What follows belongs to an exercise in optimizing a design on an open flow for small area, a short achievable clock period and few clock cycles per item; a production flow would make more cautious choices. Only simulation tests tie the RTL to the original design; equivalence was not proved. No driver is modelled on the clock port, so clocking that relies on it looks cheaper here than on a real chip. No activity file was given, so power comes from the tool's default toggle rates.

Setup of north:
## sdram_pixel_reader
module sdram_pixel_reader #(
  parameter DEPTH = sdram_pixel_reader_pkg::DEF_FIFO_DEPTH
) (
  input  logic        clk_clk,
  input  logic        reset_reset_n,
  input  logic        start,
  input  logic [31:0] base_addr,
  input  logic [23:0] length_words,
  output logic        busy,
  output logic        done,
  output logic [31:0] avm_address,
  output logic        avm_read,
  output logic [3:0]  avm_burstcount,
  input  logic        avm_waitrequest,
  input  logic [31:0] avm_readdata,
  input  logic        avm_readdatavalid,
  output logic [31:0] src_data,
  output logic        src_valid,
  input  logic        src_ready,
  output logic        src_endofpacket
);
Size: about 1,600 cells after synthesis, about 170 I/O pins, ~25,000 µm² of cells after synthesis.
export LEC_CHECK = 0
export CAP_MARGIN = 20
export CORE_MARGIN = 2
export CORE_UTILIZATION = 40
export CTS_BUF_LIST = sky130_fd_sc_hd__clkbuf_4 sky130_fd_sc_hd__clkbuf_8
export SETUP_SLACK_MARGIN = 4.5
export SLEW_MARGIN = 20
create_clock -name core_clock -period 6.5 [get_ports {clk_clk}]
run.sh (not shown) runs the stock make flow with config.mk's settings and CLKGATE_MAP_FILE= SYNTH_SCRIPT=/design/flow/synth_recipe.tcl, a recipe that flattens the netlist after the stock synthesis.
north: all stages complete, timing, DRC and antenna checks passed
Testbench counts of north, summed over its fixed seeds: cycles 382,109, items 220,665.
Relative to north, the following input files were edited for south:
# north
export LEC_CHECK = 0
export CAP_MARGIN = 20
export CORE_MARGIN = 2
export CORE_UTILIZATION = 40
export CTS_BUF_LIST = sky130_fd_sc_hd__clkbuf_4 sky130_fd_sc_hd__clkbuf_8
export SETUP_SLACK_MARGIN = 4.5
export SLEW_MARGIN = 20
create_clock -name core_clock -period 6.5 [get_ports {clk_clk}]
# south
export LEC_CHECK = 0
export CAP_MARGIN = 20
export CORE_MARGIN = 2
export CORE_UTILIZATION = 40
export SETUP_SLACK_MARGIN = 4.2
export SLEW_MARGIN = 20
create_clock -name core_clock -period 6.5 [get_ports {clk_clk}]
==> flow/flow/run.sh (new file) <==
#!/bin/bash
# Layout flow: the standard ORFS flow, with two changes:
#  - the port buffers that global placement inserts are buf_1 cells (timing
#    repair resizes them as needed) instead of the default delay-type buffer;
#  - clock tree synthesis clusters up to 25 sinks within 90 um per leaf
#    buffer, which needs fewer clock buffers.
set -e
cp standard.sh standard.sh.txt
export BUFFER_PORTS_ARGS="-buffer_cell sky130_fd_sc_hd__buf_1"
export CTS_ARGS="-sink_clustering_enable -sink_clustering_size 25 -sink_clustering_max_diameter 90 -repair_clock_nets"
bash standard.sh > standard.log 2>&1
==> flow/standard.sh (new file) <==
#!/bin/bash
# synth_recipe.tcl (not shown) runs the flow's synth.tcl, then flattens the netlist and writes it again
# the make line also repeats each setting of config.mk as NAME=value (left out here)
make -C /OpenROAD-flow-scripts/flow DESIGN_CONFIG=/design/flow/config.mk WORK_HOME=/design/flow/orfs CLKGATE_MAP_FILE= SYNTH_SCRIPT=/design/flow/synth_recipe.tcl "${@:-finish}"
removed: flow/run.sh
Notes after the runs:
- Summary: net switching power, south better than north
- south against north: final area shrank by 9.9%, share of total power in combinational logic went up, post-route setup TNS comparable, routed wire length decreased 6.3 mm.
- The share of power burned in the clock network of south is lower than that of north.
- Setup slack in south is larger than in north.
- Re final cycle utilization of the critical path: south is 1.2 points down on north.
### south -> east
# south
export LEC_CHECK = 0
export CAP_MARGIN = 20
export CORE_MARGIN = 2
export CORE_UTILIZATION = 40
export SETUP_SLACK_MARGIN = 4.2
export SLEW_MARGIN = 20
create_clock -name core_clock -period 6.5 [get_ports {clk_clk}]
# east
export LEC_CHECK = 0
export CAP_MARGIN = 20
export CORE_MARGIN = 2
export CORE_UTILIZATION = 40
export SETUP_SLACK_MARGIN = 4.0
export SLEW_MARGIN = 20
create_clock -name core_clock -period 6.5 [get_ports {clk_clk}]
==> flow/flow/run.sh <==
#!/bin/bash
# Layout flow: the standard ORFS flow, with two changes:
#  - the port buffers that global placement inserts are buf_1 cells (timing
#    repair resizes them as needed) instead of the default delay-type buffer;
#  - clock tree synthesis clusters up to 30 sinks within 100 um per leaf
#    buffer, which needs fewer clock buffers.
set -e
cp standard.sh standard.sh.txt
export BUFFER_PORTS_ARGS="-buffer_cell sky130_fd_sc_hd__buf_1"
export CTS_ARGS="-sink_clustering_enable -sink_clustering_size 30 -sink_clustering_max_diameter 100 -repair_clock_nets"
bash standard.sh > standard.log 2>&1
==> comparison <==
Summary — post-layout utilization of the core, east relative to south: lower, by 0.48 points.
For overall routed net length, south and east come out practically identical.
Per the comparison of east with south, post-CTS repair timing setup buffer count now sits lower, fraction of area in registers rose by 0.69 points, global-route usage over all layers dropped 0.21 points, worst hold slack lower.
[compare] base=south new=east: leakage power shrank by about 2.3%, non-clock buffer area fraction after layout shrank by 0.23 points, worst setup slack grew by 43 ps.
What west does differently from east at the input level:
# east
export LEC_CHECK = 0
export CAP_MARGIN = 20
export CORE_MARGIN = 2
export CORE_UTILIZATION = 40
export SETUP_SLACK_MARGIN = 4.0
export SLEW_MARGIN = 20
create_clock -name core_clock -period 6.5 [get_ports {clk_clk}]
# west
export LEC_CHECK = 0
export CAP_MARGIN = 20
export CORE_MARGIN = 2
export CORE_UTILIZATION = 60
export SETUP_SLACK_MARGIN = 4.0
export SLEW_MARGIN = 20
create_clock -name core_clock -period 6.5 [get_ports {clk_clk}]
==> flow/flow/run.sh <==
#!/bin/bash
# Layout flow: the standard ORFS flow, with two changes:
#  - the port buffers that global placement inserts are buf_1 cells (timing
#    repair resizes them as needed) instead of the default delay-type buffer;
#  - clock tree synthesis clusters up to 25 sinks within 90 um per leaf
#    buffer, which needs fewer clock buffers.
set -e
cp standard.sh standard.sh.txt
export BUFFER_PORTS_ARGS="-buffer_cell sky130_fd_sc_hd__buf_1"
export CTS_ARGS="-sink_clustering_enable -sink_clustering_size 25 -sink_clustering_max_diameter 90 -repair_clock_nets"
bash standard.sh > standard.log 2>&1
- west vs. east: routed length per placed instance went up by 5.0%.
- On count of non-filler cells in the finished layout: west sits below east.
- Looking at floorplan die area, west sits 33% below east.
- Taking east as the reference point, the portion of total power attributed to the clock network of west rises by 1.4 points.
Edits applied to the flow inputs when going from west to middle:
# west
export LEC_CHECK = 0
export CAP_MARGIN = 20
export CORE_MARGIN = 2
export CORE_UTILIZATION = 60
export SETUP_SLACK_MARGIN = 4.0
export SLEW_MARGIN = 20
create_clock -name core_clock -period 6.5 [get_ports {clk_clk}]
# middle
export LEC_CHECK = 0
export CAP_MARGIN = 20
export CORE_MARGIN = 2
export CORE_UTILIZATION = 40
export SETUP_SLACK_MARGIN = 4.2
export SLEW_MARGIN = 20
create_clock -name core_clock -period 6.5 [get_ports {clk_clk}]
==> flow/flow/run.sh <==
#!/bin/bash
# Layout flow: the standard ORFS flow, unchanged except that the port
# buffers that global placement inserts are buf_1 cells (later resized by
# timing repair as needed) instead of the default delay-type buffer.
set -e
cp standard.sh standard.sh.txt
export BUFFER_PORTS_ARGS="-buffer_cell sky130_fd_sc_hd__buf_1"
bash standard.sh > standard.log 2>&1
--- outcome ---
Every run in the comparison, middle and west, completed the flow with a clean layout.
Via-per-instance ratio came out lower on middle than on west.
Against west, middle reports a relative contribution of combinational cells to total power that is lower.
Est. power | middle vs west | middle higher
NOTE: layout overhead on the synthesized area in middle exceeds that of west

== run 1 ==
sdram_pixel_reader, a different RTL version from the one above (not shown whole).
Size in the first run: about 1700 cells after synthesis, ~170 I/O pins.
## sdram_pixel_reader
module sdram_pixel_reader #(
  parameter DEPTH = sdram_pixel_reader_pkg::DEF_FIFO_DEPTH
) (
  input  logic        clk_clk,
  input  logic        reset_reset_n,
  input  logic        start,
  input  logic [31:0] base_addr,
  input  logic [23:0] length_words,
  output logic        busy,
  output logic        done,
  output logic [31:0] avm_address,
  output logic        avm_read,
  output logic [3:0]  avm_burstcount,
  input  logic        avm_waitrequest,
  input  logic [31:0] avm_readdata,
  input  logic        avm_readdatavalid,
  output logic [31:0] src_data,
  output logic        src_valid,
  input  logic        src_ready,
  output logic        src_endofpacket
);
export LEC_CHECK = 0
export CAP_MARGIN = 20
export CORE_MARGIN = 2
export CORE_UTILIZATION = 65
export SETUP_SLACK_MARGIN = 4.0
export SLEW_MARGIN = 20
create_clock -name core_clock -period 6.5 [get_ports {clk_clk}]
standard.sh (not shown) runs the stock make flow with config.mk's settings and CLKGATE_MAP_FILE= SYNTH_SCRIPT=/design/flow/synth_recipe.tcl, a recipe that flattens the netlist after the stock synthesis.
==> flow/flow/run.sh <==
#!/bin/bash
# Layout flow: the standard ORFS flow, with two changes:
#  - the port buffers that global placement inserts are buf_1 cells (timing
#    repair resizes them as needed) instead of the default delay-type buffer;
#  - clock tree synthesis clusters up to 25 sinks within 90 um per leaf
#    buffer, which needs fewer clock buffers.
set -e
cp standard.sh standard.sh.txt
export BUFFER_PORTS_ARGS="-buffer_cell sky130_fd_sc_hd__buf_1"
export CTS_ARGS="-sink_clustering_enable -sink_clustering_size 25 -sink_clustering_max_diameter 90 -repair_clock_nets"
bash standard.sh > standard.log 2>&1
Run 1 reached the final stage; the timing, design-rule and antenna checks on its layout passed.
Testbench counts of run 1, summed over its fixed seeds: cycles 382,195, items 220,665.
Changes in run 2 relative to run 1:
- changing CORE_UTILIZATION from 65 to 60
[summary]
- Compare run 1 and run 2 | area enclosed by the die boundary lower: run 1
- Diff run 1 -> run 2: depth of the critical timing path with buffers and inverters included about even, first-pass GRT wire length about even.
- u_fifo.head_q[9]$_DFF_P_ as the beginning of the critical path was reported by run 2, and u_fifo.head_q[8]$_DFF_P_ by run 1.
Modified inputs, run 3 compared to run 2
- CORE_UTILIZATION: 60 -> 40
==> flow/flow/run.sh <==
#!/bin/bash
# Layout flow: the standard ORFS flow (standard.sh), with three changes:
#  - the port buffers that global placement inserts are buf_1 cells (timing
#    repair resizes them as needed) instead of the default delay-type buffer;
#  - clock tree synthesis clusters up to 30 sinks within 100 um per leaf
#    buffer, which needs fewer clock buffers;
#  - after clock tree synthesis, flip-flops that drive an output port buffer
#    are given the _4 drive strength of the same cell (flow/upsize.tcl), and
#    the placement is legalised again before routing.
set -e
cp standard.sh standard.sh.txt
export BUFFER_PORTS_ARGS="-buffer_cell sky130_fd_sc_hd__buf_1"
export CTS_ARGS="-sink_clustering_enable -sink_clustering_size 30 -sink_clustering_max_diameter 100 -repair_clock_nets"
bash standard.sh cts > standard_to_cts.log 2>&1
openroad -no_init -exit flow/upsize.tcl > upsize.log 2>&1
bash standard.sh finish > standard_finish.log 2>&1
==> flow/flow/upsize.tcl (new file) <==
# Give every flip-flop that drives an output port's buffer the _4 drive
# strength of its own cell type, then legalise the placement again.
set res orfs/results/sky130hd/sdram_pixel_reader/base
read_liberty $::env(FLOW_HOME)/platforms/sky130hd/lib/sky130_fd_sc_hd__tt_025C_1v80.lib
read_db $res/4_cts.odb
set db [ord::get_db]
set block [ord::get_db_block]
set n 0
foreach bt [$block getBTerms] {
  if {[$bt getIoType] ne "OUTPUT"} { continue }
  set net [$bt getNet]
  foreach it [$net getITerms] {
    if {![$it isOutputSignal]} { continue }
    set buf [$it getInst]
    foreach bit [$buf getITerms] {
      if {![$bit isInputSignal]} { continue }
      set inet [$bit getNet]
      if {$inet eq "NULL"} { continue }
      foreach dit [$inet getITerms] {
        if {![$dit isOutputSignal]} { continue }
        set ff [$dit getInst]
        set ref [[$ff getMaster] getName]
        if {[regexp {^sky130_fd_sc_hd__(dfrtp|dfxtp|dfstp)_[12]$} $ref -> kind]} {
          set m [$db findMaster sky130_fd_sc_hd__${kind}_4]
          puts "upsize [$ff getName] $ref -> [$m getName]"
          $ff swapMaster $m
          incr n
        }
      }
    }
  }
}
puts "upsized $n flip-flops"
detailed_placement
check_placement
write_db $res/4_cts.odb
Results
Worst hold slack across run 2 and run 3: no real change. Compared run 2 against run 3; reported combinational group power within noise. Re number of cell rows: run 2 and run 3 aren't equal, and the higher value belongs to run 3. [compare] base=run 2 new=run 3: number of buffers inserted during clock tree synthesis lost 4; wire length after detailed routing picked up an extra about 7%; full die area picked up an extra 21000 um2; share of cell area taken by flip-flops and latches lost 0.50 points; vertical die dimension picked up an extra 46 um. When run 3 is measured against run 2, its global-route usage over all layers turns out 8.7 points lower. In run 3, the clock buffer and inverter area fraction after layout came out 0.50 points below the value in run 2. Run 3 ran to completion and came out clean on the timing, design-rule and antenna checks. Worst setup path endpoint = src_data[9]: run 2; worst setup path endpoint = src_endofpacket: run 3.
Edits applied to the flow inputs when going from run 3 to run 4:
- a change of CORE_UTILIZATION from 40 to 70
==> flow/flow/run.sh <==
#!/bin/bash
# Layout flow: the standard ORFS flow, with two changes:
#  - the port buffers that global placement inserts are buf_1 cells (timing
#    repair resizes them as needed) instead of the default delay-type buffer;
#  - clock tree synthesis clusters up to 25 sinks within 90 um per leaf
#    buffer, which needs fewer clock buffers.
set -e
cp standard.sh standard.sh.txt
export BUFFER_PORTS_ARGS="-buffer_cell sky130_fd_sc_hd__buf_1"
export CTS_ARGS="-sink_clustering_enable -sink_clustering_size 25 -sink_clustering_max_diameter 90 -repair_clock_nets"
bash standard.sh > standard.log 2>&1
removed: flow/flow/upsize.tcl
==> comparison <==
- Relative to run 3, the wire length measured on run 4 has decreased by a little under 10%.
- Between run 3 and run 4, the total number of multi-input combinational cells figures differ only marginally.
- Sort run 3 and run 4 by layout cell share with drive strength beyond 1 desc -> top: run 3
- Between run 3 and run 4, met1 track utilization from global routing is lower for run 3, run 4 comes in above that.
- Cmp run 3 and run 4 / overall global routing resource usage / higher: run 4
- Run 3 -> run 4: largest buffer count on any clock path delta 0, exact match
- The wire length of the first global-routing pass in run 4 was lower than what run 3 gave.
- Changes observed in run 4 relative to run 3: x dimension of the die decreased 24%; maximum number of pins on one net before global-route repair increased about 27%.
Modified inputs, run 5 compared to run 4
- CORE_UTILIZATION: 70 -> 60
diff --git a/flow/flow/run.sh b/flow/flow/run.sh
--- a/flow/flow/run.sh
+++ b/flow/flow/run.sh
@@ -5 +5 @@
-#  - clock tree synthesis clusters up to 25 sinks within 90 um per leaf
+#  - clock tree synthesis clusters up to 30 sinks within 100 um per leaf
@@ -10 +10 @@
-export CTS_ARGS="-sink_clustering_enable -sink_clustering_size 25 -sink_clustering_max_diameter 90 -repair_clock_nets"
+export CTS_ARGS="-sink_clustering_enable -sink_clustering_size 30 -sink_clustering_max_diameter 100 -repair_clock_nets"
--- outcome ---
The run showing the greater count of standard-cell rows is run 5.
Changes observed in run 5 relative to run 4: cell count up 59; fraction of area in registers up 0.23 points; global-route wire length before repair up 1300 um; HPWL after detailed placement down about 1.4%.
Delta(non-clock buffer count, run 5 - run 4) < 0
Wire length on run 5 is behind run 4.
Looking at via count of the first global-routing pass, run 5 sits 464 below run 4.

separate check: timing with driven ports:
How much do the figures lean on ideal ports? The routed layouts below were timed once more, with nothing changed but the port constraints. Step 1, drivers: a clkbuf_16 drives clk_clk and a buf_2 each remaining input, both assumed. Step 2 moves the port delays by t, midway between the first and last clock arrival at a register: inputs arrive t later, outputs are due t later. That takes back most of the time a late clock gives input paths. a / b / c = ideal ports / drivers / drivers and shift; a / b = the first two.
| run | t, ns | slack for setup (ns) | hold slack, ns | worst data-port slew with drivers (ns) | pins driven straight from the clock port |
|---|---|---|---|---|---|
| north | 0.742 | 3.860 / 3.806 / 3.645 | 0.494 / 0.494 / 0.494 | 0.10 | 1 |
| south | 0.680 | 3.940 / 3.877 / 3.566 | 0.489 / 0.489 / 0.489 | 0.08 | 1 |
| east | 0.650 | 3.983 / 3.928 / 3.449 | 0.483 / 0.483 / 0.483 | 0.09 | 1 |
| west | 0.659 | 3.949 / 3.895 / 3.425 | 0.490 / 0.490 / 0.490 | 0.07 | 1 |
| middle | 0.655 | 3.985 / 3.927 / 3.572 | 0.481 / 0.481 / 0.481 | 0.08 | 1 |
| run 1 | 0.652 | 4.032 / 3.977 / 3.444 | 0.467 / 0.467 / 0.467 | 0.08 | 1 |
| run 2 | 0.679 | 4.019 / 3.960 / 3.483 | 0.472 / 0.472 / 0.472 | 0.07 | 1 |
| run 3 | 0.659 | 3.958 / 3.899 / 3.386 | 0.472 / 0.472 / 0.472 | 0.09 | 1 |
| run 4 | 0.667 | 4.031 / 3.975 / 3.465 | 0.472 / 0.472 / 0.472 | 0.06 | 1 |
| run 5 | 0.659 | 4.020 / 3.965 / 3.451 | 0.488 / 0.488 / 0.488 | 0.08 | 1 |
After both steps setup and hold are still met in every run listed. For run 1, which loses most, drivers alone change the setup slack by -0.055 ns; drivers and shift together by -0.588 ns.
